This design comes from an exercise in tuning for small area and a short achievable clock period on the open sky130 flow, not from production work. Only simulation tests tie the RTL to the original design; equivalence was not proved.

$ cat design.v
package servo_pkg;
	localparam int ADC_W = 16;
	localparam int SIGNAL_W = 24;
	localparam int COEF_W = 18;
	localparam int COEF_FRAC = 16;
	localparam int DAC_W = 16;
	localparam int WB_AW = 4;
	localparam int WB_DW = 32;
	localparam logic [WB_DW-1:0] FW_VERSION = 32'h0000_0012;
	typedef enum logic [WB_AW-1:0] {
		REG_VERSION = 4'd0,
		REG_CONTROL = 4'd1,
		REG_A1_0    = 4'd2,
		REG_B0_0    = 4'd3,
		REG_B1_0    = 4'd4,
		REG_A1_1    = 4'd5,
		REG_B0_1    = 4'd6,
		REG_B1_1    = 4'd7
	} reg_addr_e;
endpackage
`timescale 1ns/1ns
module iir_first_order #(
	parameter int ADC_W     = servo_pkg::ADC_W,
	parameter int SIGNAL_W  = servo_pkg::SIGNAL_W,
	parameter int COEF_W    = servo_pkg::COEF_W,
	parameter int COEF_FRAC = servo_pkg::COEF_FRAC
) (
	input  logic                        clk1,
	input  logic                        i_rst_n,
	input  logic                        i_load,
	input  logic                        i_first,
	input  logic                        i_update,
	input  logic                        i_on,
	input  logic signed [COEF_W-1:0]    i_a1,
	input  logic signed [COEF_W-1:0]    i_b0,
	input  logic signed [COEF_W-1:0]    i_b1,
	input  logic signed [ADC_W-1:0]     i_sample,
	output logic signed [SIGNAL_W-1:0]  o_signal
);
	localparam int SW = COEF_W + 1;    
	localparam int AW = 25;            
	localparam int TW = AW + 4;        
	logic [SW-1:0]              sa, sb, sc;
	logic signed [ADC_W-1:0]    x;
	logic signed [ADC_W-1:0]    xp;
	logic [AW-1:0]              acc_s, acc_c;
	logic [3:0]                 low;
	always_ff @(posedge clk1) begin
		if (i_load) begin
			sa <= {i_a1 & {COEF_W{i_on}}, 1'b0};
			sb <= i_on ? {i_b0, 1'b0} : SW'(1 << (COEF_FRAC + 1));
			sc <= {i_b1 & {COEF_W{i_on}}, 1'b0};
			x <= i_sample;
		end else begin
			sa <= {{4{sa[SW-1]}}, sa[SW-1:4]};
			sb <= {{4{sb[SW-1]}}, sb[SW-1:4]};
			sc <= {{4{sc[SW-1]}}, sc[SW-1:4]};
		end
	end
	logic [2:0] da0, da1, db0, db1, dc0, dc1;    
	function automatic logic [2:0] booth(input logic [2:0] b);
		booth[0] = b[1] ^ b[0];
		booth[1] = b[2] ? (~b[1] & ~b[0]) : (b[1] & b[0]);
		booth[2] = b[2];
	endfunction
	assign da0 = booth(sa[2:0]);
	assign da1 = booth(sa[4:2]);
	assign db0 = booth(sb[2:0]);
	assign db1 = booth(sb[4:2]);
	assign dc0 = booth(sc[2:0]);
	assign dc1 = booth(sc[4:2]);
	function automatic logic [SIGNAL_W:0] pp_y(input logic [2:0] d, input logic [SIGNAL_W-1:0] m);
		logic [SIGNAL_W:0] me;
		logic [SIGNAL_W:0] p;
		me = {m[SIGNAL_W-1], m};
		p = ({(SIGNAL_W+1){d[0]}} & me) | ({(SIGNAL_W+1){d[1]}} & {me[SIGNAL_W-1:0], 1'b0});
		p = p ^ {(SIGNAL_W+1){d[2]}};
		pp_y = {~p[SIGNAL_W], p[SIGNAL_W-1:0]};
	endfunction
	function automatic logic [ADC_W:0] pp_x(input logic [2:0] d, input logic [ADC_W-1:0] m);
		logic [ADC_W:0] me;
		logic [ADC_W:0] p;
		me = {m[ADC_W-1], m};
		p = ({(ADC_W+1){d[0]}} & me) | ({(ADC_W+1){d[1]}} & {me[ADC_W-1:0], 1'b0});
		p = p ^ {(ADC_W+1){d[2]}};
		pp_x = {~p[ADC_W], p[ADC_W-1:0]};
	endfunction
	logic [SIGNAL_W:0] pa0, pa1;
	logic [ADC_W:0]    pb0, pb1, pc0, pc1;
	assign pa0 = pp_y(da0, o_signal);
	assign pa1 = pp_y(da1, o_signal);
	assign pb0 = pp_x(db0, x);
	assign pb1 = pp_x(db1, x);
	assign pc0 = pp_x(dc0, xp);
	assign pc1 = pp_x(dc1, xp);
	logic [AW-1:0] s_in, c_in;
	logic [AW-1:0] s_out, c_out;
	logic [3:0]    low_out;
	assign s_in = i_first ? (AW'(1) << 24) : acc_s;
	assign c_in = i_first ? '0 : acc_c;
	iir_heap heap_i (
		.s_in(s_in),
		.c_in(c_in),
		.pa0(pa0),
		.pa1(pa1),
		.na0(da0[2]),
		.na1(da1[2]),
		.pb0(pb0),
		.pb1(pb1),
		.pc0(pc0),
		.pc1(pc1),
		.nb0(db0[2]),
		.nb1(db1[2]),
		.nc0(dc0[2]),
		.nc1(dc1[2]),
		.o_low(low_out),
		.o_s(s_out),
		.o_c(c_out)
	);
	always_ff @(posedge clk1) begin
		acc_s <= s_out;
		acc_c <= c_out;
		low <= low_out;
	end
	logic [SIGNAL_W-1:0] hi;
	logic [SIGNAL_W+3:0] y_raw;
	logic [SIGNAL_W-1:0] y_sat;
	assign hi = acc_s[SIGNAL_W-1:0] + acc_c[SIGNAL_W-1:0];
	assign y_raw = {hi, low};
	always_comb begin
		if (y_raw[SIGNAL_W+3:SIGNAL_W-1] == {5{y_raw[SIGNAL_W+3]}}) begin
			y_sat = y_raw[SIGNAL_W-1:0];
		end else if (y_raw[SIGNAL_W+3]) begin
			y_sat = {1'b1, {(SIGNAL_W-1){1'b0}}};
		end else begin
			y_sat = {1'b0, {(SIGNAL_W-1){1'b1}}};
		end
	end
	always_ff @(posedge clk1 or negedge i_rst_n) begin
		if (!i_rst_n) begin
			o_signal <= '0;
			xp <= '0;
		end else if (i_update) begin
			o_signal <= y_sat;
			xp <= x;
		end
	end
endmodule
module iir_heap (
	input  logic [24:0] s_in,
	input  logic [24:0] c_in,
	input  logic [24:0] pa0,
	input  logic [24:0] pa1,
	input  logic na0,
	input  logic na1,
	input  logic [16:0] pb0,
	input  logic [16:0] pb1,
	input  logic [16:0] pc0,
	input  logic [16:0] pc1,
	input  logic nb0,
	input  logic nb1,
	input  logic nc0,
	input  logic nc1,
	output logic [3:0] o_low,
	output logic [24:0] o_s,
	output logic [24:0] o_c
);
	logic h1;
	logic h2;
	logic h3;
	logic h4;
	logic h5;
	logic h6;
	logic h7;
	logic h8;
	logic h9;
	logic h10;
	logic h11;
	logic h12;
	logic h13;
	logic h14;
	logic h15;
	logic h16;
	logic h17;
	logic h18;
	logic h19;
	logic h20;
	logic h21;
	logic h22;
	logic h23;
	logic h24;
	logic h25;
	logic h26;
	logic h27;
	logic h28;
	logic h29;
	logic h30;
	logic h31;
	logic h32;
	logic h33;
	logic h34;
	logic h35;
	logic h36;
	logic h37;
	logic h38;
	logic h39;
	logic h40;
	logic h41;
	logic h42;
	logic h43;
	logic h44;
	logic h45;
	logic h46;
	logic h47;
	logic h48;
	logic h49;
	logic h50;
	logic h51;
	logic h52;
	logic h53;
	logic h54;
	logic h55;
	logic h56;
	logic h57;
	logic h58;
	logic h59;
	logic h60;
	logic h61;
	logic h62;
	logic h63;
	logic h64;
	logic h65;
	logic h66;
	logic h67;
	logic h68;
	logic h69;
	logic h70;
	logic h71;
	logic h72;
	logic h73;
	logic h74;
	logic h75;
	logic h76;
	logic h77;
	logic h78;
	logic h79;
	logic h80;
	logic h81;
	logic h82;
	logic h83;
	logic h84;
	logic h85;
	logic h86;
	logic h87;
	logic h88;
	logic h89;
	logic h90;
	logic h91;
	logic h92;
	logic h93;
	logic h94;
	logic h95;
	logic h96;
	logic h97;
	logic h98;
	logic h99;
	logic h100;
	logic h101;
	logic h102;
	logic h103;
	logic h104;
	logic h105;
	logic h106;
	logic h107;
	logic h108;
	logic h109;
	logic h110;
	logic h111;
	logic h112;
	logic h113;
	logic h114;
	logic h115;
	logic h116;
	logic h117;
	logic h118;
	logic h119;
	logic h120;
	logic h121;
	logic h122;
	logic h123;
	logic h124;
	logic h125;
	logic h126;
	logic h127;
	logic h128;
	logic h129;
	logic h130;
	logic h131;
	logic h132;
	logic h133;
	logic h134;
	logic h135;
	logic h136;
	logic h137;
	logic h138;
	logic h139;
	logic h140;
	logic h141;
	logic h142;
	logic h143;
	logic h144;
	logic h145;
	logic h146;
	logic h147;
	logic h148;
	logic h149;
	logic h150;
	logic h151;
	logic h152;
	logic h153;
	logic h154;
	logic h155;
	logic h156;
	logic h157;
	logic h158;
	logic h159;
	logic h160;
	logic h161;
	logic h162;
	logic h163;
	logic h164;
	logic h165;
	logic h166;
	logic h167;
	logic h168;
	logic h169;
	logic h170;
	logic h171;
	logic h172;
	logic h173;
	logic h174;
	logic h175;
	logic h176;
	logic h177;
	logic h178;
	logic h179;
	logic h180;
	logic h181;
	logic h182;
	logic h183;
	logic h184;
	logic h185;
	logic h186;
	logic h187;
	logic h188;
	logic h189;
	logic h190;
	logic h191;
	logic h192;
	logic h193;
	logic h194;
	logic h195;
	logic h196;
	logic h197;
	logic h198;
	logic h199;
	logic h200;
	logic h201;
	logic h202;
	logic h203;
	logic h204;
	logic h205;
	logic h206;
	logic h207;
	logic h208;
	logic h209;
	logic h210;
	logic h211;
	logic h212;
	logic h213;
	logic h214;
	logic h215;
	logic h216;
	logic h217;
	logic h218;
	logic h219;
	logic h220;
	logic h221;
	logic h222;
	logic h223;
	logic h224;
	logic h225;
	logic h226;
	logic h227;
	logic h228;
	logic h229;
	logic h230;
	logic h231;
	logic h232;
	logic h233;
	logic h234;
	logic h235;
	logic h236;
	logic h237;
	logic h238;
	logic h239;
	logic h240;
	logic h241;
	logic h242;
	logic h243;
	logic h244;
	logic h245;
	logic h246;
	logic h247;
	logic h248;
	logic h249;
	logic h250;
	logic h251;
	logic h252;
	logic h253;
	logic h254;
	logic h255;
	logic h256;
	logic h257;
	logic h258;
	logic h259;
	logic h260;
	logic h261;
	logic h262;
	logic h263;
	logic h264;
	logic h265;
	logic h266;
	logic h267;
	logic h268;
	logic h269;
	logic h270;
	logic h271;
	logic h272;
	logic h273;
	logic h274;
	logic h275;
	logic h276;
	logic h277;
	logic h278;
	logic h279;
	logic h280;
	logic h281;
	logic h282;
	logic h283;
	logic h284;
	logic h285;
	logic h286;
	logic h287;
	logic h288;
	logic h289;
	logic h290;
	assign h1 = c_in[0] ^ s_in[0] ^ na0;
	assign h2 = (c_in[0] & s_in[0]) | (c_in[0] & na0) | (s_in[0] & na0);
	assign h3 = h1 ^ pa0[0];
	assign h4 = h1 & pa0[0];
	assign h5 = c_in[1] ^ s_in[1] ^ h2;
	assign h6 = (c_in[1] & s_in[1]) | (c_in[1] & h2) | (s_in[1] & h2);
	assign h7 = pa0[1] ^ h4 ^ h5;
	assign h8 = (pa0[1] & h4) | (pa0[1] & h5) | (h4 & h5);
	assign h9 = c_in[2] ^ s_in[2] ^ na1;
	assign h10 = (c_in[2] & s_in[2]) | (c_in[2] & na1) | (s_in[2] & na1);
	assign h11 = h9 ^ pa0[2] ^ pa1[0];
	assign h12 = (h9 & pa0[2]) | (h9 & pa1[0]) | (pa0[2] & pa1[0]);
	assign h13 = h6 ^ h11 ^ h8;
	assign h14 = (h6 & h11) | (h6 & h8) | (h11 & h8);
	assign h15 = c_in[3] ^ s_in[3] ^ h10;
	assign h16 = (c_in[3] & s_in[3]) | (c_in[3] & h10) | (s_in[3] & h10);
	assign h17 = pa0[3] ^ pa1[1] ^ h12;
	assign h18 = (pa0[3] & pa1[1]) | (pa0[3] & h12) | (pa1[1] & h12);
	assign h19 = h15 ^ h17 ^ h14;
	assign h20 = (h15 & h17) | (h15 & h14) | (h17 & h14);
	assign h21 = c_in[4] ^ s_in[4] ^ pa0[4];
	assign h22 = (c_in[4] & s_in[4]) | (c_in[4] & pa0[4]) | (s_in[4] & pa0[4]);
	assign h23 = pa1[2] ^ h16 ^ h21;
	assign h24 = (pa1[2] & h16) | (pa1[2] & h21) | (h16 & h21);
	assign h25 = h18 ^ h23;
	assign h26 = h18 & h23;
	assign h27 = c_in[5] ^ s_in[5] ^ pa0[5];
	assign h28 = (c_in[5] & s_in[5]) | (c_in[5] & pa0[5]) | (s_in[5] & pa0[5]);
	assign h29 = pa1[3] ^ h22 ^ h27;
	assign h30 = (pa1[3] & h22) | (pa1[3] & h27) | (h22 & h27);
	assign h31 = h24 ^ h29;
	assign h32 = h24 & h29;
	assign h33 = c_in[6] ^ s_in[6] ^ pa0[6];
	assign h34 = (c_in[6] & s_in[6]) | (c_in[6] & pa0[6]) | (s_in[6] & pa0[6]);
	assign h35 = pa1[4] ^ h28 ^ h33;
	assign h36 = (pa1[4] & h28) | (pa1[4] & h33) | (h28 & h33);
	assign h37 = h30 ^ h35;
	assign h38 = h30 & h35;
	assign h39 = c_in[7] ^ s_in[7] ^ pa0[7];
	assign h40 = (c_in[7] & s_in[7]) | (c_in[7] & pa0[7]) | (s_in[7] & pa0[7]);
	assign h41 = pa1[5] ^ h34 ^ h39;
	assign h42 = (pa1[5] & h34) | (pa1[5] & h39) | (h34 & h39);
	assign h43 = h36 ^ h41;
	assign h44 = h36 & h41;
	assign h45 = c_in[8] ^ s_in[8] ^ nb0;
	assign h46 = (c_in[8] & s_in[8]) | (c_in[8] & nb0) | (s_in[8] & nb0);
	assign h47 = nc0 ^ h45 ^ pa0[8];
	assign h48 = (nc0 & h45) | (nc0 & pa0[8]) | (h45 & pa0[8]);
	assign h49 = pa1[6] ^ pb0[0] ^ pc0[0];
	assign h50 = (pa1[6] & pb0[0]) | (pa1[6] & pc0[0]) | (pb0[0] & pc0[0]);
	assign h51 = h40 ^ h47 ^ h49;
	assign h52 = (h40 & h47) | (h40 & h49) | (h47 & h49);
	assign h53 = h42 ^ h51;
	assign h54 = h42 & h51;
	assign h55 = c_in[9] ^ s_in[9] ^ h46;
	assign h56 = (c_in[9] & s_in[9]) | (c_in[9] & h46) | (s_in[9] & h46);
	assign h57 = pa0[9] ^ pa1[7] ^ pb0[1];
	assign h58 = (pa0[9] & pa1[7]) | (pa0[9] & pb0[1]) | (pa1[7] & pb0[1]);
	assign h59 = pc0[1] ^ h48 ^ h50;
	assign h60 = (pc0[1] & h48) | (pc0[1] & h50) | (h48 & h50);
	assign h61 = h55 ^ h57 ^ h52;
	assign h62 = (h55 & h57) | (h55 & h52) | (h57 & h52);
	assign h63 = h59 ^ h54;
	assign h64 = h59 & h54;
	assign h65 = c_in[10] ^ s_in[10] ^ nb1;
	assign h66 = (c_in[10] & s_in[10]) | (c_in[10] & nb1) | (s_in[10] & nb1);
	assign h67 = nc1 ^ h65 ^ pa0[10];
	assign h68 = (nc1 & h65) | (nc1 & pa0[10]) | (h65 & pa0[10]);
	assign h69 = pa1[8] ^ pb0[2] ^ pb1[0];
	assign h70 = (pa1[8] & pb0[2]) | (pa1[8] & pb1[0]) | (pb0[2] & pb1[0]);
	assign h71 = pc0[2] ^ pc1[0] ^ h56;
	assign h72 = (pc0[2] & pc1[0]) | (pc0[2] & h56) | (pc1[0] & h56);
	assign h73 = h58 ^ h67 ^ h69;
	assign h74 = (h58 & h67) | (h58 & h69) | (h67 & h69);
	assign h75 = h60 ^ h71 ^ h73;
	assign h76 = (h60 & h71) | (h60 & h73) | (h71 & h73);
	assign h77 = h62 ^ h64;
	assign h78 = h62 & h64;
	assign h79 = c_in[11] ^ s_in[11] ^ h66;
	assign h80 = (c_in[11] & s_in[11]) | (c_in[11] & h66) | (s_in[11] & h66);
	assign h81 = pa0[11] ^ pa1[9] ^ pb0[3];
	assign h82 = (pa0[11] & pa1[9]) | (pa0[11] & pb0[3]) | (pa1[9] & pb0[3]);
	assign h83 = pb1[1] ^ pc0[3] ^ pc1[1];
	assign h84 = (pb1[1] & pc0[3]) | (pb1[1] & pc1[1]) | (pc0[3] & pc1[1]);
	assign h85 = h68 ^ h70 ^ h79;
	assign h86 = (h68 & h70) | (h68 & h79) | (h70 & h79);
	assign h87 = h81 ^ h83 ^ h72;
	assign h88 = (h81 & h83) | (h81 & h72) | (h83 & h72);
	assign h89 = h74 ^ h85 ^ h87;
	assign h90 = (h74 & h85) | (h74 & h87) | (h85 & h87);
	assign h91 = h76 ^ h78;
	assign h92 = h76 & h78;
	assign h93 = c_in[12] ^ s_in[12] ^ pa0[12];
	assign h94 = (c_in[12] & s_in[12]) | (c_in[12] & pa0[12]) | (s_in[12] & pa0[12]);
	assign h95 = pa1[10] ^ pb0[4] ^ pb1[2];
	assign h96 = (pa1[10] & pb0[4]) | (pa1[10] & pb1[2]) | (pb0[4] & pb1[2]);
	assign h97 = pc0[4] ^ pc1[2] ^ h80;
	assign h98 = (pc0[4] & pc1[2]) | (pc0[4] & h80) | (pc1[2] & h80);
	assign h99 = h82 ^ h84 ^ h93;
	assign h100 = (h82 & h84) | (h82 & h93) | (h84 & h93);
	assign h101 = h95 ^ h86 ^ h97;
	assign h102 = (h95 & h86) | (h95 & h97) | (h86 & h97);
	assign h103 = h99 ^ h88 ^ h101;
	assign h104 = (h99 & h88) | (h99 & h101) | (h88 & h101);
	assign h105 = h90 ^ h103;
	assign h106 = h90 & h103;
	assign h107 = c_in[13] ^ s_in[13] ^ pa0[13];
	assign h108 = (c_in[13] & s_in[13]) | (c_in[13] & pa0[13]) | (s_in[13] & pa0[13]);
	assign h109 = pa1[11] ^ pb0[5] ^ pb1[3];
	assign h110 = (pa1[11] & pb0[5]) | (pa1[11] & pb1[3]) | (pb0[5] & pb1[3]);
	assign h111 = pc0[5] ^ pc1[3] ^ h94;
	assign h112 = (pc0[5] & pc1[3]) | (pc0[5] & h94) | (pc1[3] & h94);
	assign h113 = h96 ^ h107 ^ h109;
	assign h114 = (h96 & h107) | (h96 & h109) | (h107 & h109);
	assign h115 = h98 ^ h100 ^ h111;
	assign h116 = (h98 & h100) | (h98 & h111) | (h100 & h111);
	assign h117 = h113 ^ h102 ^ h115;
	assign h118 = (h113 & h102) | (h113 & h115) | (h102 & h115);
	assign h119 = h104 ^ h117;
	assign h120 = h104 & h117;
	assign h121 = c_in[14] ^ s_in[14] ^ pa0[14];
	assign h122 = (c_in[14] & s_in[14]) | (c_in[14] & pa0[14]) | (s_in[14] & pa0[14]);
	assign h123 = pa1[12] ^ pb0[6] ^ pb1[4];
	assign h124 = (pa1[12] & pb0[6]) | (pa1[12] & pb1[4]) | (pb0[6] & pb1[4]);
	assign h125 = pc0[6] ^ pc1[4] ^ h108;
	assign h126 = (pc0[6] & pc1[4]) | (pc0[6] & h108) | (pc1[4] & h108);
	assign h127 = h110 ^ h121 ^ h123;
	assign h128 = (h110 & h121) | (h110 & h123) | (h121 & h123);
	assign h129 = h112 ^ h114 ^ h125;
	assign h130 = (h112 & h114) | (h112 & h125) | (h114 & h125);
	assign h131 = h127 ^ h116 ^ h129;
	assign h132 = (h127 & h116) | (h127 & h129) | (h116 & h129);
	assign h133 = h118 ^ h131;
	assign h134 = h118 & h131;
	assign h135 = c_in[15] ^ s_in[15] ^ pa0[15];
	assign h136 = (c_in[15] & s_in[15]) | (c_in[15] & pa0[15]) | (s_in[15] & pa0[15]);
	assign h137 = pa1[13] ^ pb0[7] ^ pb1[5];
	assign h138 = (pa1[13] & pb0[7]) | (pa1[13] & pb1[5]) | (pb0[7] & pb1[5]);
	assign h139 = pc0[7] ^ pc1[5] ^ h122;
	assign h140 = (pc0[7] & pc1[5]) | (pc0[7] & h122) | (pc1[5] & h122);
	assign h141 = h124 ^ h135 ^ h137;
	assign h142 = (h124 & h135) | (h124 & h137) | (h135 & h137);
	assign h143 = h126 ^ h128 ^ h139;
	assign h144 = (h126 & h128) | (h126 & h139) | (h128 & h139);
	assign h145 = h141 ^ h130 ^ h143;
	assign h146 = (h141 & h130) | (h141 & h143) | (h130 & h143);
	assign h147 = h132 ^ h145;
	assign h148 = h132 & h145;
	assign h149 = c_in[16] ^ s_in[16] ^ pa0[16];
	assign h150 = (c_in[16] & s_in[16]) | (c_in[16] & pa0[16]) | (s_in[16] & pa0[16]);
	assign h151 = pa1[14] ^ pb0[8] ^ pb1[6];
	assign h152 = (pa1[14] & pb0[8]) | (pa1[14] & pb1[6]) | (pb0[8] & pb1[6]);
	assign h153 = pc0[8] ^ pc1[6] ^ h136;
	assign h154 = (pc0[8] & pc1[6]) | (pc0[8] & h136) | (pc1[6] & h136);
	assign h155 = h138 ^ h149 ^ h151;
	assign h156 = (h138 & h149) | (h138 & h151) | (h149 & h151);
	assign h157 = h140 ^ h142 ^ h153;
	assign h158 = (h140 & h142) | (h140 & h153) | (h142 & h153);
	assign h159 = h155 ^ h144 ^ h157;
	assign h160 = (h155 & h144) | (h155 & h157) | (h144 & h157);
	assign h161 = h146 ^ h159;
	assign h162 = h146 & h159;
	assign h163 = c_in[17] ^ s_in[17] ^ pa0[17];
	assign h164 = (c_in[17] & s_in[17]) | (c_in[17] & pa0[17]) | (s_in[17] & pa0[17]);
	assign h165 = pa1[15] ^ pb0[9] ^ pb1[7];
	assign h166 = (pa1[15] & pb0[9]) | (pa1[15] & pb1[7]) | (pb0[9] & pb1[7]);
	assign h167 = pc0[9] ^ pc1[7] ^ h150;
	assign h168 = (pc0[9] & pc1[7]) | (pc0[9] & h150) | (pc1[7] & h150);
	assign h169 = h152 ^ h163 ^ h165;
	assign h170 = (h152 & h163) | (h152 & h165) | (h163 & h165);
	assign h171 = h154 ^ h156 ^ h167;
	assign h172 = (h154 & h156) | (h154 & h167) | (h156 & h167);
	assign h173 = h169 ^ h158 ^ h171;
	assign h174 = (h169 & h158) | (h169 & h171) | (h158 & h171);
	assign h175 = h160 ^ h173;
	assign h176 = h160 & h173;
	assign h177 = c_in[18] ^ s_in[18] ^ pa0[18];
	assign h178 = (c_in[18] & s_in[18]) | (c_in[18] & pa0[18]) | (s_in[18] & pa0[18]);
	assign h179 = pa1[16] ^ pb0[10] ^ pb1[8];
	assign h180 = (pa1[16] & pb0[10]) | (pa1[16] & pb1[8]) | (pb0[10] & pb1[8]);
	assign h181 = pc0[10] ^ pc1[8] ^ h164;
	assign h182 = (pc0[10] & pc1[8]) | (pc0[10] & h164) | (pc1[8] & h164);
	assign h183 = h166 ^ h177 ^ h179;
	assign h184 = (h166 & h177) | (h166 & h179) | (h177 & h179);
	assign h185 = h168 ^ h170 ^ h181;
	assign h186 = (h168 & h170) | (h168 & h181) | (h170 & h181);
	assign h187 = h183 ^ h172 ^ h185;
	assign h188 = (h183 & h172) | (h183 & h185) | (h172 & h185);
	assign h189 = h174 ^ h187;
	assign h190 = h174 & h187;
	assign h191 = c_in[19] ^ s_in[19] ^ pa0[19];
	assign h192 = (c_in[19] & s_in[19]) | (c_in[19] & pa0[19]) | (s_in[19] & pa0[19]);
	assign h193 = pa1[17] ^ pb0[11] ^ pb1[9];
	assign h194 = (pa1[17] & pb0[11]) | (pa1[17] & pb1[9]) | (pb0[11] & pb1[9]);
	assign h195 = pc0[11] ^ pc1[9] ^ h178;
	assign h196 = (pc0[11] & pc1[9]) | (pc0[11] & h178) | (pc1[9] & h178);
	assign h197 = h180 ^ h191 ^ h193;
	assign h198 = (h180 & h191) | (h180 & h193) | (h191 & h193);
	assign h199 = h182 ^ h184 ^ h195;
	assign h200 = (h182 & h184) | (h182 & h195) | (h184 & h195);
	assign h201 = h197 ^ h186 ^ h199;
	assign h202 = (h197 & h186) | (h197 & h199) | (h186 & h199);
	assign h203 = h188 ^ h201;
	assign h204 = h188 & h201;
	assign h205 = c_in[20] ^ s_in[20] ^ pa0[20];
	assign h206 = (c_in[20] & s_in[20]) | (c_in[20] & pa0[20]) | (s_in[20] & pa0[20]);
	assign h207 = pa1[18] ^ pb0[12] ^ pb1[10];
	assign h208 = (pa1[18] & pb0[12]) | (pa1[18] & pb1[10]) | (pb0[12] & pb1[10]);
	assign h209 = pc0[12] ^ pc1[10] ^ h192;
	assign h210 = (pc0[12] & pc1[10]) | (pc0[12] & h192) | (pc1[10] & h192);
	assign h211 = h194 ^ h205 ^ h207;
	assign h212 = (h194 & h205) | (h194 & h207) | (h205 & h207);
	assign h213 = h196 ^ h198 ^ h209;
	assign h214 = (h196 & h198) | (h196 & h209) | (h198 & h209);
	assign h215 = h211 ^ h200 ^ h213;
	assign h216 = (h211 & h200) | (h211 & h213) | (h200 & h213);
	assign h217 = h202 ^ h215;
	assign h218 = h202 & h215;
	assign h219 = c_in[21] ^ s_in[21] ^ pa0[21];
	assign h220 = (c_in[21] & s_in[21]) | (c_in[21] & pa0[21]) | (s_in[21] & pa0[21]);
	assign h221 = pa1[19] ^ pb0[13] ^ pb1[11];
	assign h222 = (pa1[19] & pb0[13]) | (pa1[19] & pb1[11]) | (pb0[13] & pb1[11]);
	assign h223 = pc0[13] ^ pc1[11] ^ h206;
	assign h224 = (pc0[13] & pc1[11]) | (pc0[13] & h206) | (pc1[11] & h206);
	assign h225 = h208 ^ h219 ^ h221;
	assign h226 = (h208 & h219) | (h208 & h221) | (h219 & h221);
	assign h227 = h210 ^ h212 ^ h223;
	assign h228 = (h210 & h212) | (h210 & h223) | (h212 & h223);
	assign h229 = h225 ^ h214 ^ h227;
	assign h230 = (h225 & h214) | (h225 & h227) | (h214 & h227);
	assign h231 = h216 ^ h229;
	assign h232 = h216 & h229;
	assign h233 = c_in[22] ^ s_in[22] ^ pa0[22];
	assign h234 = (c_in[22] & s_in[22]) | (c_in[22] & pa0[22]) | (s_in[22] & pa0[22]);
	assign h235 = pa1[20] ^ pb0[14] ^ pb1[12];
	assign h236 = (pa1[20] & pb0[14]) | (pa1[20] & pb1[12]) | (pb0[14] & pb1[12]);
	assign h237 = pc0[14] ^ pc1[12] ^ h220;
	assign h238 = (pc0[14] & pc1[12]) | (pc0[14] & h220) | (pc1[12] & h220);
	assign h239 = h222 ^ h233 ^ h235;
	assign h240 = (h222 & h233) | (h222 & h235) | (h233 & h235);
	assign h241 = h224 ^ h226 ^ h237;
	assign h242 = (h224 & h226) | (h224 & h237) | (h226 & h237);
	assign h243 = h239 ^ h228 ^ h241;
	assign h244 = (h239 & h228) | (h239 & h241) | (h228 & h241);
	assign h245 = h230 ^ h243;
	assign h246 = h230 & h243;
	assign h247 = c_in[23] ^ s_in[23] ^ pa0[23];
	assign h248 = (c_in[23] & s_in[23]) | (c_in[23] & pa0[23]) | (s_in[23] & pa0[23]);
	assign h249 = pa1[21] ^ pb0[15] ^ pb1[13];
	assign h250 = (pa1[21] & pb0[15]) | (pa1[21] & pb1[13]) | (pb0[15] & pb1[13]);
	assign h251 = pc0[15] ^ pc1[13] ^ h234;
	assign h252 = (pc0[15] & pc1[13]) | (pc0[15] & h234) | (pc1[13] & h234);
	assign h253 = h236 ^ h247 ^ h249;
	assign h254 = (h236 & h247) | (h236 & h249) | (h247 & h249);
	assign h255 = h238 ^ h240 ^ h251;
	assign h256 = (h238 & h240) | (h238 & h251) | (h240 & h251);
	assign h257 = h253 ^ h242 ^ h255;
	assign h258 = (h253 & h242) | (h253 & h255) | (h242 & h255);
	assign h259 = h244 ^ h257;
	assign h260 = h244 & h257;
	assign h261 = c_in[24] ^ s_in[24] ^ pa0[24];
	assign h262 = (c_in[24] & s_in[24]) | (c_in[24] & pa0[24]) | (s_in[24] & pa0[24]);
	assign h263 = pa1[22] ^ pb0[16] ^ pb1[14];
	assign h264 = (pa1[22] & pb0[16]) | (pa1[22] & pb1[14]) | (pb0[16] & pb1[14]);
	assign h265 = pc0[16] ^ pc1[14] ^ h248;
	assign h266 = (pc0[16] & pc1[14]) | (pc0[16] & h248) | (pc1[14] & h248);
	assign h267 = h250 ^ h261 ^ h263;
	assign h268 = (h250 & h261) | (h250 & h263) | (h261 & h263);
	assign h269 = h252 ^ h254 ^ h265;
	assign h270 = (h252 & h254) | (h252 & h265) | (h254 & h265);
	assign h271 = h267 ^ h256 ^ h269;
	assign h272 = (h267 & h256) | (h267 & h269) | (h256 & h269);
	assign h273 = h258 ^ h271;
	assign h274 = h258 & h271;
	assign h275 = pa1[23] ^ pb1[15] ^ pc1[15];
	assign h276 = (pa1[23] & pb1[15]) | (pa1[23] & pc1[15]) | (pb1[15] & pc1[15]);
	assign h277 = h262 ^ h264 ^ h275;
	assign h278 = (h262 & h264) | (h262 & h275) | (h264 & h275);
	assign h279 = h266 ^ h268 ^ h277;
	assign h280 = (h266 & h268) | (h266 & h277) | (h268 & h277);
	assign h281 = h270 ^ h279 ^ h272;
	assign h282 = (h270 & h279) | (h270 & h272) | (h279 & h272);
	assign h283 = pa1[24] ^ pb1[16] ^ pc1[16];
	assign h284 = (pa1[24] & pb1[16]) | (pa1[24] & pc1[16]) | (pb1[16] & pc1[16]);
	assign h285 = h276 ^ h283 ^ h278;
	assign h286 = (h276 & h283) | (h276 & h278) | (h283 & h278);
	assign h287 = h280 ^ h285;
	assign h288 = h280 & h285;
	assign h289 = h284 ^ h286;
	assign h290 = h284 & h286;
	assign o_low[0] = h3;
	assign o_low[1] = h7;
	assign o_low[2] = h13;
	assign o_low[3] = h19;
	assign o_s[0] = h25;
	assign o_c[0] = h20;
	assign o_s[1] = h26;
	assign o_c[1] = h31;
	assign o_s[2] = h32;
	assign o_c[2] = h37;
	assign o_s[3] = h38;
	assign o_c[3] = h43;
	assign o_s[4] = h44;
	assign o_c[4] = h53;
	assign o_s[5] = h61;
	assign o_c[5] = h63;
	assign o_s[6] = h75;
	assign o_c[6] = h77;
	assign o_s[7] = h89;
	assign o_c[7] = h91;
	assign o_s[8] = h92;
	assign o_c[8] = h105;
	assign o_s[9] = h106;
	assign o_c[9] = h119;
	assign o_s[10] = h120;
	assign o_c[10] = h133;
	assign o_s[11] = h134;
	assign o_c[11] = h147;
	assign o_s[12] = h148;
	assign o_c[12] = h161;
	assign o_s[13] = h162;
	assign o_c[13] = h175;
	assign o_s[14] = h176;
	assign o_c[14] = h189;
	assign o_s[15] = h190;
	assign o_c[15] = h203;
	assign o_s[16] = h204;
	assign o_c[16] = h217;
	assign o_s[17] = h218;
	assign o_c[17] = h231;
	assign o_s[18] = h232;
	assign o_c[18] = h245;
	assign o_s[19] = h246;
	assign o_c[19] = h259;
	assign o_s[20] = h260;
	assign o_c[20] = h273;
	assign o_s[21] = h274;
	assign o_c[21] = h281;
	assign o_s[22] = h287;
	assign o_c[22] = h282;
	assign o_s[23] = h288;
	assign o_c[23] = h289;
	assign o_s[24] = h290;
	assign o_c[24] = 1'b0;
endmodule
`timescale 1ns/1ns
module channel_diff #(
	parameter int SIGNAL_W = servo_pkg::SIGNAL_W,
	parameter int DAC_W    = servo_pkg::DAC_W
) (
	input  logic                        clk1,
	input  logic signed [SIGNAL_W-1:0]  i_sig0,
	input  logic signed [SIGNAL_W-1:0]  i_sig1,
	output logic signed [SIGNAL_W-1:0]  o_error,
	output logic signed [DAC_W-1:0]     o_dac_word
);
	localparam logic signed [SIGNAL_W-1:0] SIG_MAX = {1'b0, {(SIGNAL_W-1){1'b1}}};
	localparam logic signed [SIGNAL_W-1:0] SIG_MIN = {1'b1, {(SIGNAL_W-1){1'b0}}};
	logic signed [SIGNAL_W:0]   diff;
	logic signed [SIGNAL_W-1:0] diff_sat;
	assign diff = i_sig0 - i_sig1;
	always_comb begin
		if (diff[SIGNAL_W] == diff[SIGNAL_W-1]) begin
			diff_sat = diff[SIGNAL_W-1:0];
		end else if (diff[SIGNAL_W]) begin
			diff_sat = SIG_MIN;
		end else begin
			diff_sat = SIG_MAX;
		end
	end
	always_ff @(posedge clk1) begin
		o_error <= diff_sat;
	end
	assign o_dac_word = o_error[SIGNAL_W-1 -: DAC_W];
endmodule
`timescale 1ns/1ns
module servo_regs #(
	parameter int COEF_W = servo_pkg::COEF_W
) (
	input  logic                          clk1,
	input  logic                          i_rst_n,
	input  logic                          i_wb_cyc,
	input  logic                          i_wb_stb,
	input  logic                          i_wb_we,
	input  logic [servo_pkg::WB_AW-1:0]   i_wb_adr,
	input  logic [servo_pkg::WB_DW-1:0]   i_wb_dat,
	output logic [servo_pkg::WB_DW-1:0]   o_wb_dat,
	output logic                          o_wb_ack,
	output logic                          o_filt_on0,
	output logic                          o_filt_on1,
	output logic signed [COEF_W-1:0]      o_a1_0,
	output logic signed [COEF_W-1:0]      o_b0_0,
	output logic signed [COEF_W-1:0]      o_b1_0,
	output logic signed [COEF_W-1:0]      o_a1_1,
	output logic signed [COEF_W-1:0]      o_b0_1,
	output logic signed [COEF_W-1:0]      o_b1_1,
	output logic [1:0]                    o_afe_gain0,
	output logic [1:0]                    o_afe_gain1
);
	logic                      wb_new;
	logic                      wr;
	logic [1:0]                on_q;
	logic [3:0]                gain_q;
	logic signed [COEF_W-1:0]  a1_0_q, b0_0_q, b1_0_q, a1_1_q, b0_1_q, b1_1_q;
	logic [COEF_W-1:0]         rd_lo;
	logic                      rd_hi;
	logic [COEF_W-1:0]         rd_lo_q;
	logic                      rd_hi_q;
	assign wb_new = i_wb_cyc & i_wb_stb & ~o_wb_ack;
	assign wr = wb_new & i_wb_we;
	always_ff @(posedge clk1 or negedge i_rst_n) begin
		if (!i_rst_n) begin
			o_wb_ack <= 1'b0;
			on_q <= '0;
			a1_0_q <= '0;
			b0_0_q <= '0;
			b1_0_q <= '0;
			a1_1_q <= '0;
			b0_1_q <= '0;
			b1_1_q <= '0;
		end else begin
			o_wb_ack <= wb_new;
			if (wr && i_wb_adr == 4'd1) on_q <= i_wb_dat[1:0];
			if (wr && i_wb_adr == 4'd2) a1_0_q <= i_wb_dat[COEF_W-1:0];
			if (wr && i_wb_adr == 4'd3) b0_0_q <= i_wb_dat[COEF_W-1:0];
			if (wr && i_wb_adr == 4'd4) b1_0_q <= i_wb_dat[COEF_W-1:0];
			if (wr && i_wb_adr == 4'd5) a1_1_q <= i_wb_dat[COEF_W-1:0];
			if (wr && i_wb_adr == 4'd6) b0_1_q <= i_wb_dat[COEF_W-1:0];
			if (wr && i_wb_adr == 4'd7) b1_1_q <= i_wb_dat[COEF_W-1:0];
		end
	end
	always_ff @(posedge clk1 or negedge i_rst_n) begin
		if (!i_rst_n) begin
			gain_q <= '0;
		end else begin
			if (wr && i_wb_adr == 4'd1) gain_q <= i_wb_dat[5:2];
		end
	end
	always_comb begin
		rd_lo = '0;
		rd_hi = 1'b0;
		case (i_wb_adr)
			4'd0: rd_lo = COEF_W'(servo_pkg::FW_VERSION);
			4'd1: rd_lo = COEF_W'({gain_q, on_q});
			4'd2: begin rd_lo = a1_0_q; rd_hi = a1_0_q[COEF_W-1]; end
			4'd3: begin rd_lo = b0_0_q; rd_hi = b0_0_q[COEF_W-1]; end
			4'd4: begin rd_lo = b1_0_q; rd_hi = b1_0_q[COEF_W-1]; end
			4'd5: begin rd_lo = a1_1_q; rd_hi = a1_1_q[COEF_W-1]; end
			4'd6: begin rd_lo = b0_1_q; rd_hi = b0_1_q[COEF_W-1]; end
			4'd7: begin rd_lo = b1_1_q; rd_hi = b1_1_q[COEF_W-1]; end
			default: begin
			end
		endcase
	end
	always_ff @(posedge clk1) begin
		rd_lo_q <= rd_lo;
		rd_hi_q <= rd_hi;
	end
	assign o_wb_dat = {{(servo_pkg::WB_DW-COEF_W){rd_hi_q}}, rd_lo_q};
	assign o_filt_on0 = on_q[0];
	assign o_filt_on1 = on_q[1];
	assign o_a1_0 = a1_0_q;
	assign o_b0_0 = b0_0_q;
	assign o_b1_0 = b1_0_q;
	assign o_a1_1 = a1_1_q;
	assign o_b0_1 = b0_1_q;
	assign o_b1_1 = b1_1_q;
	assign o_afe_gain0 = ~gain_q[1:0];
	assign o_afe_gain1 = ~gain_q[3:2];
endmodule
`timescale 1ns/1ns
module servo_top #(
	parameter int ADC_W     = servo_pkg::ADC_W,
	parameter int SIGNAL_W  = servo_pkg::SIGNAL_W,
	parameter int COEF_W    = servo_pkg::COEF_W,
	parameter int COEF_FRAC = servo_pkg::COEF_FRAC,
	parameter int DAC_W     = servo_pkg::DAC_W
) (
	input  logic                          clk1,
	input  logic                          i_rst_n,
	input  logic                          i_wb_cyc,
	input  logic                          i_wb_stb,
	input  logic                          i_wb_we,
	input  logic [servo_pkg::WB_AW-1:0]   i_wb_adr,
	input  logic [servo_pkg::WB_DW-1:0]   i_wb_dat,
	output logic [servo_pkg::WB_DW-1:0]   o_wb_dat,
	output logic                          o_wb_ack,
	input  logic signed [ADC_W-1:0]       i_adc0,
	input  logic signed [ADC_W-1:0]       i_adc1,
	input  logic                          i_sample_valid,
	output logic signed [DAC_W-1:0]       o_dac_word,
	output logic                          o_dac_valid,
	output logic signed [SIGNAL_W-1:0]    o_error,
	output logic [1:0]                    o_afe_gain0,
	output logic [1:0]                    o_afe_gain1
);
	logic                       filt_on0;
	logic                       filt_on1;
	logic signed [COEF_W-1:0]   a1_0;
	logic signed [COEF_W-1:0]   b0_0;
	logic signed [COEF_W-1:0]   b1_0;
	logic signed [COEF_W-1:0]   a1_1;
	logic signed [COEF_W-1:0]   b0_1;
	logic signed [COEF_W-1:0]   b1_1;
	servo_regs #(
		.COEF_W(COEF_W)
	) regs_i (
		.clk1(clk1),
		.i_rst_n(i_rst_n),
		.i_wb_cyc(i_wb_cyc),
		.i_wb_stb(i_wb_stb),
		.i_wb_we(i_wb_we),
		.i_wb_adr(i_wb_adr),
		.i_wb_dat(i_wb_dat),
		.o_wb_dat(o_wb_dat),
		.o_wb_ack(o_wb_ack),
		.o_filt_on0(filt_on0),
		.o_filt_on1(filt_on1),
		.o_a1_0(a1_0),
		.o_b0_0(b0_0),
		.o_b1_0(b1_0),
		.o_a1_1(a1_1),
		.o_b0_1(b0_1),
		.o_b1_1(b1_1),
		.o_afe_gain0(o_afe_gain0),
		.o_afe_gain1(o_afe_gain1)
	);
	logic [2:0] step;
	always_ff @(posedge clk1 or negedge i_rst_n) begin
		if (!i_rst_n) begin
			step <= '0;
			o_dac_valid <= 1'b0;
		end else begin
			step <= (step == 3'd0) ? {2'b00, i_sample_valid} : step + 3'd1;
			o_dac_valid <= (step == 3'd7);
		end
	end
	logic load, first, update;
	assign load = (step == 3'd0);
	assign first = (step == 3'd1);
	assign update = (step == 3'd6);
	logic signed [SIGNAL_W-1:0] sig0;
	logic signed [SIGNAL_W-1:0] sig1;
	iir_first_order #(
		.ADC_W(ADC_W),
		.SIGNAL_W(SIGNAL_W),
		.COEF_W(COEF_W),
		.COEF_FRAC(COEF_FRAC)
	) iir0_i (
		.clk1(clk1),
		.i_rst_n(i_rst_n),
		.i_load(load),
		.i_first(first),
		.i_update(update),
		.i_on(filt_on0),
		.i_a1(a1_0),
		.i_b0(b0_0),
		.i_b1(b1_0),
		.i_sample(i_adc0),
		.o_signal(sig0)
	);
	iir_first_order #(
		.ADC_W(ADC_W),
		.SIGNAL_W(SIGNAL_W),
		.COEF_W(COEF_W),
		.COEF_FRAC(COEF_FRAC)
	) iir1_i (
		.clk1(clk1),
		.i_rst_n(i_rst_n),
		.i_load(load),
		.i_first(first),
		.i_update(update),
		.i_on(filt_on1),
		.i_a1(a1_1),
		.i_b0(b0_1),
		.i_b1(b1_1),
		.i_sample(i_adc1),
		.o_signal(sig1)
	);
	channel_diff #(
		.SIGNAL_W(SIGNAL_W),
		.DAC_W(DAC_W)
	) diff_i (
		.clk1(clk1),
		.i_sig0(sig0),
		.i_sig1(sig1),
		.o_error(o_error),
		.o_dac_word(o_dac_word)
	);
endmodule
$ cat flow/run.sh
#!/bin/bash
# The standard layout, with port buffers that are plain buffers and timing
# repair that aims for more setup slack than the clock needs. Make's output
# goes to make.log; ORFS keeps each tool's log under orfs/logs.
set -uo pipefail
cd "$(dirname "$0")/.."
bash standard.sh \
  SETUP_SLACK_MARGIN=11.8 CORE_UTILIZATION=65 PLACE_DENSITY=0.75 \
  "BUFFER_PORTS_ARGS=-buffer_cell sky130_fd_sc_hd__buf_2" \
  finish > make.log 2>&1
status=$?
cp -r orfs/logs logs_orfs 2>/dev/null
exit $status
$ cat standard.sh
#!/bin/bash
# synth_recipe.tcl (not shown) runs the flow's synth.tcl, then flattens the netlist and writes it again
# the make line also repeats each setting of config.mk as NAME=value (left out here)
make -C /OpenROAD-flow-scripts/flow DESIGN_CONFIG=/design/flow/config.mk WORK_HOME=/design/flow/orfs CLKGATE_MAP_FILE= SYNTH_SCRIPT=/design/flow/synth_recipe.tcl "${@:-finish}"
$ cat config.mk
export PLATFORM = sky130hd
export DESIGN_NAME = servo_top
export DESIGN_NICKNAME = servo_top
export VERILOG_FILES = /design/flow/design.v
export SDC_FILE = /design/flow/constraint.sdc
export NUM_CORES = 4
export LEC_CHECK = 0
export CAP_MARGIN = 20
export CORE_MARGIN = 2
export CORE_UTILIZATION = 40
export SLEW_MARGIN = 20
$ cat constraint.sdc
create_clock -name core_clock -period 16.0 [get_ports {clk1}]
set_input_delay 3.2000 -clock core_clock [delete_from_list [all_inputs] [get_ports {clk1}]]
set_output_delay 3.2000 -clock core_clock [all_outputs]
set_load 0.01 [all_outputs]
==> impl_metrics.toml, run 1 <==
[status]
status = "timing/DRC/antenna clean"

[sta]
hold_slack_ns = 0.396
tns_ns = 0
grt_setup_unrepaired = "true"
relSlewSlack = 0.260
finalCritPeriodShare = 0.279
finClkSkew_ns = 0.0642
hold_viol = 0
fin_crit_ns = 4.46
tightest_slew_ns = 1.11
setup_violations = 0
clock.fmax_mhz = 224
slew_violations = 0

[floorplanning]
die_y_microns = 224
die_x_microns = 224
num_rows = 80
pin_count = 152
initial_core_util = 0.658
dieArea_sq_um = 50000
core_sq_um = 47600

[logic_synthesis]
ys_seq_elements = 494
syn_nets = 3532
async_flop_share = 0.403
synth_edf_count = 38
synthFlopType = "dfxtp_1"
synth_area_per_cell_sq_um = 10.2
ys_warn_count = 4
synth_area_leaders = "dfxtp_1 16%, dfrtp_1 16%, fa_1 16%"
synth_area_sq_um = 31300
seq_area_frac_synth = 0.360
yosysMostFrequentCell = "nand2_1"
syn_inst = 3066
synth_cell_type_count = 72
yosys.area.top_type = "dfxtp_1"
synthTopCellsByCount = "339 x nand2_1, 307 x inv_1, 258 x a22oi_1"
synth_top_cell_area_share = 0.164

[place]
portBuffers = 137
gp_congestion = 0.941
hpwl_microns = 57900

[detailed_routing]
avgRoutedWirePerCell_microns = 21.9
drcViolationCount = 0
drtIter0Drc = 2245
wl_microns = 82800
detail-route-antenna-nets = 0
dr.pass1.iters = 7
vias = 23345
viasPerCell = 6.17

[worst_setup_path]
cp_max_fo = 2
crit_arrival_ns = 1.26
crit_type = "reg -> out"
startpoint_type = "flop"
worstSetupEndpointType = "output port"
required_ns = 12.80

[clock_tree]
cts-root-buf = "clkbuf_16"
htreeDepth = 2
cts_buffers = 52
cts.sinks = 494
cts-hold-fix-buffers = 0
cts_tree = "yes"
clk_latency_ns = 0.65
cts.path.max_buffers = 3
path_clk_slew_ns = 0.07

[grt]
first_global_vias = 23564
grt_pass1_wl_microns = 131000
antenna_found_initial = 4
grt_overflow = 0
grt_max_degree = 82
grt_usage = 0.335

[layout]
drive_above_1_share = 0.165
insertedDiodeCount = 0
final_nets = 3590
area_growth_pct = 13.3

[job]
maxCapViolations = 0

[min_path]
hp-class = "reg -> reg"
-- per-stage QoR --
| stage | worst slack, ns | util | instances | instance area [sq um] |
|---|---|---|---|---|
| final | 11.54 | 0.745 | 3783 | 35500 |
| after global routing | 11.54 | 0.745 | 3783 | 35500 |
| after CTS | 11.56 | 0.736 | 3763 | 35100 |
| after detailed placement | 10.06 | 0.683 | 3647 | 32500 |
| after global placement | 10.10 | 0.683 | 3647 | 32500 |
| after floorplan | 11.26 | - | 3066 | 31900 |
-- metal layers --
| layer | vias up | GRT usage | wire length, microns |
|---|---|---|---|
| li1 | 10437 | - | - |
| met4 | 4 | 0.128 | 3300 |
| met3 | 208 | 0.0501 | 6680 |
| met2 | 1084 | 0.542 | 38900 |
| met1 | 11612 | 0.460 | 34000 |
| met5 | - | 0 | 27 |
-- critical path: stages, from the launching register on --
cell,delay (ns)
dfrtp_2,0.43
inv_2,0.08
buf_6,0.10
-- path summary, 6_finish.rpt --
| path | end | slack [ns] | cells after the start | startpoint |
|---|---|---|---|---|
| worst min register to register | iir1_i.sa[3] | 0.40 | 2 | iir1_i.sa[7] |
| worst max register to register | iir0_i.acc_c[19] | 11.96 | 12 | iir0_i.sb[2] |
| worst min-delay path | iir1_i.sa[3] | 0.40 | 2 | iir1_i.sa[7] |
| min in group asynchronous | regs_i.b0_1_q[12] | 2.56 | 1 | i_rst_n |
| worst max-delay path | o_afe_gain0[0] | 11.54 | 2 | regs_i.gain_q[0] |
| max in group asynchronous | iir1_i.xp[6] | 12.07 | 2 | i_rst_n |
-- kinds of logic (layout without fill, tap and decap cells) --
logic type	count (synthesis)	in the layout	share of synthesized area
DFF	494	494	0.360
AOI/OAI and AO/OA	565	565	0.133
muxes	125	127	0.0449
xor gates and xnor gates	289	289	0.0810
and+or+nand+nor	683	684	0.0990
buffers and inverters	511	610	0.0659
adders and majority gates	399	399	0.217
-- timing repair --
item / CTS / global route
resized for setup: 124 / 51
setup buffers: 17 / 17
pin swaps: 8 / 6
endpoints found under the setup margin: 276 / 243
gates cloned: 1 / 3
-- layout by cell type, fill, tap and decap left out, types with 55 or more instances in the layout --
cell type,instances
fa_1,243
mux2_4,82
o21ai_0,56
buf_2,82
dfrtp_1,198
a22oi_1,250
and2_1,74
nor2_1,67
xnor2_1,247
ha_1,140
clkbuf_16,58
buf_6,55
nand3_1,108
inv_1,304
nand2_1,335
dfxtp_1,218
-- state kept, by name (all words and copies together) (netlist names), 19 cells and up --
signal,flops
iir0_i.sa,19
iir1_i.sb,19
iir1_i.acc_s,25
iir1_i.sc,19
iir0_i.sb,19
iir1_i.acc_c,24
iir1_i.o_signal,24
diff_i.o_error,24
iir0_i.o_signal,24
iir1_i.sa,19
iir0_i.sc,19
iir0_i.acc_c,24
iir0_i.acc_s,25
-- cell type report --
cell class / count / area (sq um)
clock buffers: 79 / 1630
multi-input cells: 2064 / 18700
inverters: 319 / 1230
clock inverters: 19 / 240
well taps: 615 / 769
repair buffers: 193 / 1600
fillers: 3224 / 12200
flip-flops and latches: 494 / 11300
==> inputs of run 2 (changes only) <==
--- a/flow/run.sh
+++ b/flow/run.sh
@@ -6,5 +6,5 @@
 cd "$(dirname "$0")/.."
 bash standard.sh \
-  SETUP_SLACK_MARGIN=11.8 CORE_UTILIZATION=65 PLACE_DENSITY=0.75 \
+  SETUP_SLACK_MARGIN=11.8 \
   "BUFFER_PORTS_ARGS=-buffer_cell sky130_fd_sc_hd__buf_2" \
   finish > make.log 2>&1
==> impl_metrics.toml, run 2 <==
[min_path]
hp-class = "reg -> reg"
min_from = "iir0_i.sb[17]"

[logic_synthesis]
ys_warn_count = 4
synth_cell_type_count = 72
synth_top_cell_area_share = 0.164
synth_area_per_cell_sq_um = 10.2
synth_area_sq_um = 31300
synth_area_leaders = "dfxtp_1 16%, dfrtp_1 16%, fa_1 16%"
async_flop_share = 0.403
synthTopCellsByCount = "339 x nand2_1, 307 x inv_1, 258 x a22oi_1"
synth_edf_count = 38
seq_area_frac_synth = 0.360
ys_seq_elements = 494
yosysMostFrequentCell = "nand2_1"
syn_inst = 3066
syn_nets = 3532
synthFlopType = "dfxtp_1"
yosys.area.top_type = "dfxtp_1"

[worst_setup_path]
startpoint = "regs_i.gain_q[1]"
slowest_delay_ns = 0.44
crit_type = "reg -> out"
cp_max_fo = 2
path_cells = "inv_2 > buf_6"
r2r_setup_slack_ns = 11.94
required_ns = 12.80
worstSetupEndpointType = "output port"
r2r_start = "iir0_i.sa[0]"
startpoint_type = "flop"
cp_slowest_cell = "dfrtp_2"
crit_arrival_ns = 1.24

[grt]
grt_usage = 0.198
first_global_vias = 22382
grt_overflow = 0
antenna_found_initial = 5
grt_pass1_wl_microns = 127000
grt_max_degree = 94

[sta]
relSlewSlack = 0.256
setup_violations = 0
slew_violations = 0
hold_slack_ns = 0.412
hold_viol = 0
fin_crit_ns = 4.44
finalCritPeriodShare = 0.277
tightest_slew_ns = 1.12
finClkSkew_ns = 0.0330
tns_ns = 0
grt_setup_unrepaired = "true"
clock.fmax_mhz = 225

[floorplanning]
dieArea_sq_um = 80600
num_rows = 102
die_x_microns = 284
die_y_microns = 284
core_sq_um = 77500
pin_count = 152
initial_core_util = 0.404

[clock_tree]
cts.sinks = 494
cts-root-buf = "clkbuf_16"
cts-hold-fix-buffers = 0
cts_tree = "yes"
clk_latency_ns = 0.65
cts_buffers = 55
htreeDepth = 2
path_clk_slew_ns = 0.06
cts.path.max_buffers = 3

[place]
hpwl_microns = 58300
portBuffers = 137
gp_congestion = 0.869

[status]
status = "timing/DRC/antenna clean"

[layout]
final_nets = 3590
fill_cells = 7288
layout_common_cells = "335 x nand2_1, 305 x inv_1, 249 x a22oi_1, 247 x xnor2_1, 243 x fa_1"
drive_above_1_share = 0.165
final_common_cell = "nand2_1"
insertedDiodeCount = 0
reg.largest.list = "iir0_i.acc_s: 25 flops, iir1_i.acc_s: 25 flops"
ff_latch_area_sq_um = 11300
area_growth_pct = 14.7
multi_input_area_sq_um = 18700

[detailed_routing]
wl_microns = 81000
avgRoutedWirePerCell_microns = 19.2
viasPerCell = 5.33
drtIter0Drc = 1631
dr.pass1.iters = 7
detail-route-antenna-nets = 0
vias = 22462
drcViolationCount = 0

[job]
maxCapViolations = 0
## run 2: worst paths after layout
check,endpoint,cells after the start
max in group asynchronous,o_dac_valid,3
worst min-delay path,iir0_i.sb[13],2
worst max register to register,iir0_i.acc_c[21],12
worst min register to register,iir0_i.sb[13],2
min in group asynchronous,iir0_i.xp[14],1
worst max-delay path,o_afe_gain0[1],2
## run 2: stage by stage
step / util / cell area, sq um / cells / setup WS, ns
floorplan: - / 31900 / 3066 / 11.26
global placement: 0.427 / 33100 / 4075 / 10.38
detailed placement: 0.427 / 33100 / 4075 / 10.36
CTS: 0.459 / 35600 / 4193 / 11.50
global route: 0.464 / 35900 / 4211 / 11.51
finish: 0.464 / 35900 / 4211 / 11.56
## run 2: layer usage
metal  up-vias  track usage  share of wire
li1      10457            -              -
met1     11240        0.264           0.44
met2       647        0.338           0.48
met3       112       0.0259          0.052
met4         6       0.0554          0.024
met5         -            0        0.00054
## run 2: cells by family after synthesis
| logic type | Yosys count | synth area share |
|---|---|---|
| adders and majority gates | 399 | 0.217 |
| xor gates and xnor gates | 289 | 0.0810 |
| DFF | 494 | 0.360 |
| muxes | 125 | 0.0449 |
| AOI/OAI and AO/OA | 565 | 0.133 |
| and+or+nand+nor | 683 | 0.0990 |
| buffers and inverters | 511 | 0.0659 |
## run 2: final cells by class
cell class | count | area share
repair buffers | 191 | 0.0422
well taps | 1040 | 0.0362
clock buffers | 75 | 0.0423
clock inverters | 29 | 0.00937
flip-flops and latches | 494 | 0.316
inverters | 319 | 0.0342
multi-input cells | 2063 | 0.520
## run 2: what timing repair did
item                                    in CTS  in global routing
setup buffers                               14                 16
cloned                                       0                  2
pin swaps                                    6                  6
gates resized for setup                    120                 52
endpoints found under the setup margin     313                221
## run 2: worst max-delay path: cells and delay by family (launching register included)
| kind | cells | cell delay (ns) |
|---|---|---|
| flip-flops | 1 | 0.44 |
| buffers and inverters | 2 | 0.15 |
==> inputs of run 3 (changes only) <==
--- a/flow/run.sh
+++ b/flow/run.sh
@@ -6,6 +6,6 @@
 cd "$(dirname "$0")/.."
 bash standard.sh \
-  SETUP_SLACK_MARGIN=11.8 \
   "BUFFER_PORTS_ARGS=-buffer_cell sky130_fd_sc_hd__buf_2" \
+  SETUP_SLACK_MARGIN=11.8 CTS_CLUSTER_SIZE=30 "CTS_BUF_LIST=sky130_fd_sc_hd__clkbuf_8" \
   finish > make.log 2>&1
 status=$?
==> impl_metrics.toml, run 3 <==
[status]
status = "timing/DRC/antenna clean"

[floorplanning]
pin_count = 152
initial_core_util = 0.404
num_rows = 102
core_sq_um = 77500
die_y_microns = 284
die_x_microns = 284
dieArea_sq_um = 80600

[worst_setup_path]
r2r_start = "iir0_i.sa[2]"
worstSetupEndpointType = "output port"
required_ns = 12.80
startpoint_type = "flop"
cp_max_fo = 2
crit_arrival_ns = 1.31
crit_type = "reg -> out"
r2r_setup_slack_ns = 11.95
reg2reg_depth = 13
regToRegEndpoint = "iir0_i.acc_c[14]"

[clock_tree]
cts.path.max_buffers = 3
clk_latency_ns = 0.73
cts_buffers = 88
cts-hold-fix-buffers = 0
path_clk_slew_ns = 0.07
htreeDepth = 3
cts_tree = "yes"
cts-root-buf = "clkbuf_8"
cts.sinks = 494

[logic_synthesis]
yosys.area.top_type = "dfxtp_1"
yosysMostFrequentCell = "nand2_1"
synthTopCellsByCount = "339 x nand2_1, 307 x inv_1, 258 x a22oi_1"
synthFlopType = "dfxtp_1"
ys_warn_count = 4
seq_area_frac_synth = 0.360
ys_seq_elements = 494
syn_inst = 3066
async_flop_share = 0.403
synth_cell_type_count = 72
synth_area_per_cell_sq_um = 10.2
synth_area_leaders = "dfxtp_1 16%, dfrtp_1 16%, fa_1 16%"
synth_top_cell_area_share = 0.164
syn_nets = 3532
synth_edf_count = 38
synth_area_sq_um = 31300

[min_path]
min_to = "iir0_i.sa[8]"
min_from = "iir0_i.sa[12]"
hp-class = "reg -> reg"
whs_path_depth = 2

[detailed_routing]
drcViolationCount = 0
dr.pass1.iters = 6
avgRoutedWirePerCell_microns = 19.0
viasPerCell = 5.29
vias = 22639
detail-route-antenna-nets = 0
wl_microns = 81400
drtIter0Drc = 1583

[sta]
finalCritPeriodShare = 0.282
finClkSkew_ns = 0.0528
fin_crit_ns = 4.51
relSlewSlack = 0.258
clock.fmax_mhz = 222
hold_viol = 0
slew_violations = 0
tightest_slew_ns = 1.11
grt_setup_unrepaired = "true"
setup_violations = 0
tns_ns = 0

[grt]
grt_usage = 0.200
antenna_found_initial = 6
grt_max_degree = 94
grt_pass1_wl_microns = 127000
first_global_vias = 22587
grt_overflow = 0

[layout]
drive_above_1_share = 0.173
area_growth_pct = 15.1
ff_latch_area_sq_um = 11300
final_nets = 3624
multi_input_area_sq_um = 18700
layout_common_cells = "335 x nand2_1, 335 x inv_1, 251 x a22oi_1, 250 x xnor2_1, 243 x fa_1"
fill_cells = 7310
postLayoutCellArea_sq_um = 36100
reg.largest.list = "iir0_i.acc_s: 25 flops, iir1_i.acc_s: 25 flops"

[place]
portBuffers = 137
gp_congestion = 0.869
hpwl_microns = 58300
dpl_cell_area_sq_um = 33100

[job]
maxCapViolations = 0
-- run 3: cell counts after synthesis --
No cell type changed its count.
-- run 3: per-layer routing --
metal	wire, microns	track usage
met1	35600	0.262
met2	39700	0.340
met3	4120	0.0314
met4	1880	0.0581
met5	44	0
-- run 3: kinds of logic after synthesis --
| group | synth area share |
|---|---|
| xor+xnor | 0.0810 |
| fa+ha+maj | 0.217 |
| compound gates | 0.133 |
| simple gates | 0.0990 |
| flops | 0.360 |
| buf+inv | 0.0659 |
| mux | 0.0449 |
-- run 3: how the worst max path moves through the flow --
stage	endpoint	startpoint	slack (ns)	cells after the start
final	o_afe_gain1[1]	regs_i.gain_q[3]	11.49	2
after global routing	o_afe_gain1[1]	regs_i.gain_q[3]	11.43	2
after global placement	regs_i.b0_0_q[14]	i_wb_adr[0]	10.38	6
after floorplan	regs_i.b1_0_q[10]	i_wb_adr[2]	11.26	8
after detailed placement	regs_i.b0_0_q[9]	i_wb_adr[0]	10.36	6
after CTS	o_afe_gain0[1]	regs_i.gain_q[1]	11.40	2
-- run 3: metrics by stage --
step	instances	worst slack, ns	utilization	hold slack, ns
6_report	4276	11.49	0.466	0.405
5_1_grt	4275	11.43	0.466	0.425
3_3_place_gp	4075	10.38	0.427	0.397
2_1_floorplan	3066	11.26	-	0.392
4_1_cts	4249	11.40	0.460	0.389
3_5_place_dp	4075	10.36	0.427	0.398
-- run 3: cell type report --
type                       count  share of cell area
inverter                     319              0.0340
clock inverter                59              0.0155
clock buffer                 106              0.0405
tap                         1040              0.0361
antenna                        3            0.000208
sequential                   494               0.314
timing repair buffer         192              0.0422
multi-input combinational   2063               0.517
-- run 3: worst max-delay path, cell delays in order, from the launching register on --
cell and delay (ns):
dfrtp_1 0.39, inv_2 0.09, buf_6 0.10
-- run 3: repair_timing --
item                                   4_1_cts  5_1_grt
setup endpoints to repair                  295      194
gates resized for setup                    120       44
buffers inserted                             9       22
pin swaps                                    6        9
endpoints found under the hold margin        0        0
cloned                                       0        2
==> inputs of run 4 (changes only) <==
--- a/flow/run.sh
+++ b/flow/run.sh
@@ -7,5 +7,5 @@
 bash standard.sh \
   "BUFFER_PORTS_ARGS=-buffer_cell sky130_fd_sc_hd__buf_2" \
-  SETUP_SLACK_MARGIN=11.8 CTS_CLUSTER_SIZE=30 "CTS_BUF_LIST=sky130_fd_sc_hd__clkbuf_8" \
+  SETUP_SLACK_MARGIN=11.8 CTS_CLUSTER_SIZE=26 CTS_CLUSTER_DIAMETER=100 \
   finish > make.log 2>&1
 status=$?
==> impl_metrics.toml, run 4 <==
[logic_synthesis]
synth_area_per_cell_sq_um = 10.2
synth_edf_count = 38
synth-xor-area-share = 0.0810
synth_compound_area_frac = 0.133
synth_mux_area_frac = 0.0449
yosys.area.top_type = "dfxtp_1"
async_flop_share = 0.403
yosysMostFrequentCell = "nand2_1"
synthTopCellsByCount = "339 x nand2_1, 307 x inv_1, 258 x a22oi_1"
yosys.area_share.simple = 0.0990
synth_top_cell_area_share = 0.164
syn_nets = 3532
synth_top_family_by_area = "adder cells"
synth_area_sq_um = 31300
ys_warn_count = 4
syn_inst = 3066
synth_area_leaders = "dfxtp_1 16%, dfrtp_1 16%, fa_1 16%"
synthAdderAreaFrac = 0.217
synthFlopType = "dfxtp_1"
synth_cell_type_count = 72
ys_seq_elements = 494
seq_area_frac_synth = 0.360

[worst_setup_path]
slowest_delay_ns = 0.46
crit_arrival_ns = 1.25
cp_slowest_cell = "dfrtp_2"
cp_max_fo = 2
startpoint_type = "flop"
crit_type = "reg -> out"
required_ns = 12.80
path_cells = "inv_2 > buf_6"
worstSetupEndpointType = "output port"

[place]
portBuffers = 137
gp_congestion = 0.869
pre_cts_ws_ns = 10.36
hpwl_microns = 58300

[floorplanning]
core_sq_um = 77500
die_x_microns = 284
num_rows = 102
initial_core_util = 0.404
pin_count = 152
die_y_microns = 284
dieArea_sq_um = 80600

[grt]
grt_overflow = 0
antenna_found_initial = 5
grt_max_degree = 94
grt_usage = 0.195
first_global_vias = 21969
grt_pass1_wl_microns = 125000

[sta]
clock.fmax_mhz = 225
grt_setup_unrepaired = "true"
hold_viol = 0
finalCritPeriodShare = 0.278
slew_violations = 0
setup_ws_ns = 11.55
hold_slack_ns = 0.416
tightest_slew_ns = 1.10
fin_crit_ns = 4.45
setup_violations = 0
finClkSkew_ns = 0.0270
relSlewSlack = 0.266
tns_ns = 0

[clock_tree]
htreeDepth = 1
cts_tree = "yes"
cts.path.max_buffers = 3
cts_buffers = 29
cts-root-buf = "clkbuf_16"
cts-hold-fix-buffers = 0
clk_latency_ns = 0.64
cts.sinks = 494
path_clk_slew_ns = 0.11

[detailed_routing]
drtIter0Drc = 1667
vias = 22192
wl_microns = 79900
avgRoutedWirePerCell_microns = 19.2
detail-route-antenna-nets = 0
dr.pass1.iters = 5
drcViolationCount = 0
viasPerCell = 5.33

[layout]
drive_above_1_share = 0.152
final_common_cell = "nand2_1"
reg.largest.list = "iir0_i.acc_s: 25 flops, iir1_i.acc_s: 25 flops"
fin_util = 0.453
layout_common_cells = "335 x nand2_1, 305 x inv_1, 252 x a22oi_1, 248 x xnor2_1, 243 x fa_1"
area_growth_pct = 11.9
final_nets = 3564

[min_path]
hp-class = "reg -> reg"

[job]
maxCapViolations = 0

[status]
status = "timing/DRC/antenna clean"
==> run 4: cell counts after synthesis <==
Identical to the previous run, type by type.
==> run 4: layout make-up <==
| class | instances | area, sq um |
|---|---|---|
| Sequential cell | 494 | 11300 |
| Antenna cell | 1 | 2.50 |
| Inverter | 319 | 1230 |
| Fill cell | 7383 | 42400 |
| Tap cell | 1040 | 1300 |
| Clock buffer | 37 | 777 |
| Multi-Input combinational cell | 2063 | 18700 |
| Timing Repair Buffer | 191 | 1530 |
| Clock inverter | 17 | 224 |
==> run 4: path summary, 6_finish.rpt <==
path	startpoint	slack [ns]	cells past startpoint	endpoint
worst max register to register	iir0_i.sa[2]	11.96	13	iir0_i.acc_c[14]
worst max-delay path	regs_i.gain_q[1]	11.55	2	o_afe_gain0[1]
worst min register to register	iir0_i.sb[17]	0.42	2	iir0_i.sb[13]
max in group asynchronous	i_rst_n	12.10	3	step[2]
min in group asynchronous	i_rst_n	2.53	1	iir0_i.xp[14]
worst min-delay path	iir0_i.sb[17]	0.42	2	iir0_i.sb[13]
==> run 4: timing repair <==
action,CTS,global route
pin swaps,6,6
buffers inserted,16,14
cloned,0,2
endpoints found under the hold margin,0,0
gates resized for setup,121,45
setup endpoints to repair,312,211
==> run 4: cell families after synthesis <==
kind of cell / Yosys count
AOI/OAI and AO/OA: 565
adders and majority gates: 399
and+or+nand+nor: 683
xor gates and xnor gates: 289
muxes: 125
DFF: 494
buffers and inverters: 511
==> run 4: through the flow <==
| stage | cell area [sq um] | instances |
|---|---|---|
| finish | 35100 | 4162 |
| global route | 35100 | 4161 |
| CTS | 34700 | 4145 |
| detailed placement | 33100 | 4075 |
| global placement | 33100 | 4075 |
| floorplan | 31900 | 3066 |
==> run 4: per-layer routing <==
| metal | share of wire | vias to the layer above | track usage |
|---|---|---|---|
| li1 | - | 10369 | - |
| met2 | 0.49 | 564 | 0.337 |
| met3 | 0.042 | 93 | 0.0188 |
| met1 | 0.45 | 11160 | 0.264 |
| met5 | 0.00051 | - | 0 |
| met4 | 0.024 | 6 | 0.0459 |
==> run 4: worst max-delay path: cells and delay by family (launching register included) <==
kind                   cells  cell delay [ns]
DFF                        1             0.46
buffers and inverters      2             0.15

==> separate check: timing with driven ports <==
The flow's constraints put no driver on any port. The routed layouts listed below were extracted and timed again, unchanged, in two steps.
Step 1 (the two cells are an assumption about what drives the block):
set clk [get_ports {clk1}]
set_driving_cell -lib_cell sky130_fd_sc_hd__clkbuf_16 $clk
set_driving_cell -lib_cell sky130_fd_sc_hd__buf_2 [delete_from_list [all_inputs] $clk]
Step 2 times the ports against the registers' clock, not the clock port: input delays grow and output delays shrink by t, the midpoint of the rising clock arrivals with the driver on.
Three values: no drivers, after step 1, after step 2; two values: the first two.
run	shift t [ns]	setup WS [ns]	worst setup path after step 2	latest minus earliest clock arrival (ns)
run 1	0.678	11.543 / 11.480 / 11.121	input to register	0.066 / 0.067
run 2	0.697	11.563 / 11.498 / 11.136	input to register	0.038 / 0.038
run 3	0.764	11.487 / 11.423 / 11.054	input to register	0.058 / 0.058
run 4	0.690	11.548 / 11.486 / 11.137	input to register	0.030 / 0.030
After both steps every run listed still meets setup and hold. The setup slack of run 3, which loses most, moves by -0.064 ns with the drivers and by -0.433 ns with both steps.
